This design comes from an exercise in tuning for small area on the open sky130 flow, not from production work. The RTL was checked by simulation tests, not by an equivalence proof against the original design. Power is estimated from default activity; no workload was simulated.

== 12-05 ==
==> module jt900h_dump_rdmux, before the edit <==
module jt900h_dump_rdmux (
  input  logic [8*jt900h_dump_pkg::DUMP_LEN-1:0] mem_i,   
  input  logic [7:0] raddr_i,
  output logic [7:0] rdata_o
);
  localparam int L  = jt900h_dump_pkg::DUMP_LEN;
  localparam int NG = L / 3;
  logic [3:0]    rp0;
  logic [7:0]    rp1;
  logic [2:0]    rp2;
  logic [L-1:0]  rsel;
  logic [NG-1:0] grp_n [8];
  always_comb begin
    for (int i = 0; i < 4; i++) rp0[i] = (raddr_i[1:0] == 2'(i));
    for (int i = 0; i < 8; i++) rp1[i] = (raddr_i[4:2] == 3'(i));
    for (int i = 0; i < 3; i++) rp2[i] = (raddr_i[7:5] == 3'(i));
    for (int k = 0; k < L; k++) rsel[k] = rp0[k % 4] && rp1[(k / 4) % 8] && rp2[k / 32];
    for (int b = 0; b < 8; b++) begin
      for (int j = 0; j < NG; j++)
        grp_n[b][j] = !((mem_i[8*(3*j)+b]   && rsel[3*j]) ||
                        (mem_i[8*(3*j+1)+b] && rsel[3*j+1]) ||
                        (mem_i[8*(3*j+2)+b] && rsel[3*j+2]));
      rdata_o[b] = !(&grp_n[b]);
    end
  end
endmodule
==> module jt900h_dump_buf, before the edit <==
module jt900h_dump_buf (
  input  logic       clk,
  input  logic       last_we_i,   
  input  logic [6:0] waddr_i,     
  input  logic [7:0] wdata_i,
  input  logic [7:0] raddr_i,
  output logic [7:0] rdata_o
);
  localparam int L = jt900h_dump_pkg::DUMP_LEN;
  logic         par_q;
  logic [7:0]   wx;
  logic [8*L-1:0] mem_q;
  logic [L-1:0] wsel;
  always_ff @(posedge clk) par_q <= !par_q;
  logic [3:0] wp0, wp1;
  logic [5:0] wp2;
  always_comb begin
    for (int i = 0; i < 4; i++) wp0[i] = (waddr_i[1:0] == 2'(i));
    for (int i = 0; i < 4; i++) wp1[i] = (waddr_i[3:2] == 2'(i));
    for (int i = 0; i < 6; i++) wp2[i] = (waddr_i[6:4] == 3'(i));
    for (int k = 0; k < L; k++) wsel[k] = wp0[(k + 1) % 4] && wp1[((k + 1) / 4) % 4] && wp2[(k + 1) / 16];
    wsel[L-1] = wsel[L-1] && last_we_i;
  end
  assign wx = wdata_i ^ {8{par_q}};
  for (genvar k = 0; k < L; k++) begin : g_row
    jt900h_dump_row u_row (
      .clk   (clk),
      .we_i  (wsel[k]),
      .wen_i (!wsel[k]),
      .x_i   (wx),
      .q_o   (mem_q[8*k +: 8])
    );
  end
  logic [7:0] rmux;
  jt900h_dump_rdmux u_rdmux (
    .mem_i   (mem_q),
    .raddr_i (raddr_i),
    .rdata_o (rmux)
  );
  assign rdata_o = rmux ^ {8{par_q && (raddr_i < 8'(L))}};
endmodule
==> flow/config.mk <==
export PLATFORM = sky130hd
export DESIGN_NAME = jt900h_dumpctl
export DESIGN_NICKNAME = jt900h_dumpctl
export VERILOG_FILES = /design/flow/design.v
export SDC_FILE = /design/flow/constraint.sdc
export NUM_CORES = 4
export LEC_CHECK = 0
export CAP_MARGIN = 20
export CORE_MARGIN = 2
export CORE_UTILIZATION = 50
export CTS_BUF_LIST = sky130_fd_sc_hd__clkbuf_16
export CTS_CLUSTER_DIAMETER = 100
export CTS_CLUSTER_SIZE = 30
export SLEW_MARGIN = 20
export SYNTH_HIERARCHICAL = 1
==> flow/constraint.sdc <==
create_clock -name core_clock -period 10.0 [get_ports {clk}]
set_input_delay 2.0000 -clock core_clock [delete_from_list [all_inputs] [get_ports {clk}]]
set_output_delay 2.0000 -clock core_clock [all_outputs]
set_load 0.01 [all_outputs]
standard.sh (not shown) runs the stock make flow with config.mk's settings and CLKGATE_MAP_FILE= SYNTH_SCRIPT=/design/flow/synth_recipe.tcl, a recipe that flattens the netlist after the stock synthesis.
==> flow/flow/run.sh <==
#!/bin/bash
# Own layout flow: the standard ORFS flow, except that
#  - synthesis maps the combinational logic with area-oriented ABC scripts
#    instead of ORFS's delay-oriented one: flow/light.abc (mapping only, which
#    keeps the read multiplexer's AND-OR structure) for jt900h_dump_rdmux, then
#    flow/area.abc for the rest; registers, passes and naming are otherwise
#    exactly synth_recipe.tcl's;
#  - port buffers use the smallest buffer cell.
# Every tool's output goes to ORFS's own logs under orfs/logs, and make's
# output to flow_make.log in the work folder.
set -euo pipefail
W=$(pwd)
F=$W/flow

# synthesis script: ORFS synth.tcl with the ABC step swapped
sed -e "s|^source \$::env(SCRIPTS_DIR)/synth_preamble.tcl\$|&\nset abc_base [list {*}\$lib_args {*}\$lib_dont_use_args]|" \
    -e "s|^  log_cmd abc {\*}\$abc_args\$|  log_cmd abc -script $F/light.abc {*}\$abc_base jt900h_dump_rdmux\n  log_cmd abc -script $F/area.abc {*}\$abc_base|" \
  "$FLOW_HOME/scripts/synth.tcl" > "$W/own_synth_orfs.tcl"
grep -q "light.abc" "$W/own_synth_orfs.tcl"
grep -q "^set abc_base " "$W/own_synth_orfs.tcl"
sed -e "s|\$::env(SCRIPTS_DIR)/synth.tcl|$W/own_synth_orfs.tcl|" "$W/synth_recipe.tcl" > "$W/own_synth.tcl"
grep -q "own_synth_orfs.tcl" "$W/own_synth.tcl"
sed -e "s|$W/synth_recipe.tcl|$W/own_synth.tcl|" "$W/standard.sh" > "$W/own_standard.sh"
grep -q "own_synth.tcl" "$W/own_standard.sh"

export BUFFER_PORTS_ARGS="-buffer_cell sky130_fd_sc_hd__buf_1"
bash "$W/own_standard.sh" finish > "$W/flow_make.log" 2>&1
test -s "$W/out/final.def"
==> flow/flow/area.abc <==
strash
&get -n
&fraig -x
&put
scorr
dc2
strash
&get -n
&dch -f
&nf -R 1000 -p
&put
==> flow/flow/light.abc <==
strash
&get -n
&nf -p -R 1000
&put
The inputs of 10-14 differ from those of 12-05 as listed below.
==> flow/design.v, changed modules only <==
module jt900h_dump_rdmux (
  input  logic [8*jt900h_dump_pkg::DUMP_LEN-1:0] mem_i,   
  input  logic [7:0] raddr_i,
  output logic [7:0] rdata_o
);
  localparam int L  = jt900h_dump_pkg::DUMP_LEN;
  localparam int NG = L / 3;
  logic [15:0]   rlo;
  logic [5:0]    rhi;
  logic [L-1:0]  rsel;
  logic [NG-1:0] grp_n [8];
  always_comb begin
    for (int i = 0; i < 16; i++) rlo[i] = (raddr_i[3:0] == 4'(i));
    for (int i = 0; i < 6; i++)  rhi[i] = (raddr_i[7:4] == 4'(i));
    for (int k = 0; k < L; k++) rsel[k] = rlo[k % 16] && rhi[k / 16];
    for (int b = 0; b < 8; b++) begin
      for (int j = 0; j < NG; j++)
        grp_n[b][j] = !((mem_i[8*(3*j)+b]   && rsel[3*j]) ||
                        (mem_i[8*(3*j+1)+b] && rsel[3*j+1]) ||
                        (mem_i[8*(3*j+2)+b] && rsel[3*j+2]));
      rdata_o[b] = !(&grp_n[b]);
    end
  end
endmodule
module jt900h_dump_buf (
  input  logic       clk,
  input  logic       last_we_i,   
  input  logic [6:0] waddr_i,     
  input  logic [7:0] wdata_i,
  input  logic [7:0] raddr_i,
  output logic [7:0] rdata_o
);
  localparam int L = jt900h_dump_pkg::DUMP_LEN;
  logic         par_q;
  logic [7:0]   wx;
  logic [8*L-1:0] mem_q;
  logic [L-1:0] wsel;
  always_ff @(posedge clk) par_q <= !par_q;
  logic [15:0] wlo;
  logic [5:0]  whi;
  always_comb begin
    for (int i = 0; i < 16; i++) wlo[i] = (waddr_i[3:0] == 4'(i));
    for (int i = 0; i < 6; i++)  whi[i] = (waddr_i[6:4] == 3'(i));
    for (int k = 0; k < L; k++) wsel[k] = wlo[(k + 1) % 16] && whi[(k + 1) / 16];
    wsel[L-1] = wsel[L-1] && last_we_i;
  end
  assign wx = wdata_i ^ {8{par_q}};
  for (genvar k = 0; k < L; k++) begin : g_row
    jt900h_dump_row u_row (
      .clk   (clk),
      .we_i  (wsel[k]),
      .wen_i (!wsel[k]),
      .x_i   (wx),
      .q_o   (mem_q[8*k +: 8])
    );
  end
  logic [7:0] rmux;
  jt900h_dump_rdmux u_rdmux (
    .mem_i   (mem_q),
    .raddr_i (raddr_i),
    .rdata_o (rmux)
  );
  assign rdata_o = rmux ^ {8{par_q && (raddr_i < 8'(L))}};
endmodule
--- outcome ---
- Compared 12-05 against 10-14; flip-flop and latch area within noise.
- Per the comparison of 10-14 with 12-05, total routed wire length on the met1 layer down 500 um, wire length of the first global-routing pass shows an increase of 2400 um, global-route usage now larger, leakage dissipation has remained practically unchanged.
- On area of the mapped netlist, the higher figure sits with 12-05, not 10-14.
- 12-05 → 10-14: multi-input combinational area share shrank by 0.26 points, time the worst path needs with I/O delays and setup shrank by 0.081 ns.
- Min total detailed-routing wirelength across 12-05 and 10-14: 12-05
- Status: total power parity (10-14, 12-05)
- The via count of 10-14 and that of 12-05 are within noise of each other.

[separate check: timing with driven ports]
In the flow no input, the clock included, has a driving cell. The finished layouts below were timed again as built, in two steps. Step 1 assumes that a clkbuf_16 drives the clock port and a buf_2 every other input. Step 2 also shifts input and output timing later by t, the mid clock arrival at the registers, as if the neighbouring blocks saw the same clock. a / b / c = ideal ports / drivers / drivers and shift; a / b = the first two.
run | t, ns | slack for setup (ns) | cell pins on the clock port's net
12-05 | 0.666 | 2.172 / 2.149 / 2.149 | 1
10-14 | 0.671 | 2.253 / 2.204 / 2.204 | 1
After both steps setup and hold are still met in every run listed. For 10-14, which loses most, drivers alone change the setup slack by -0.049 ns; drivers and shift together by -0.049 ns.
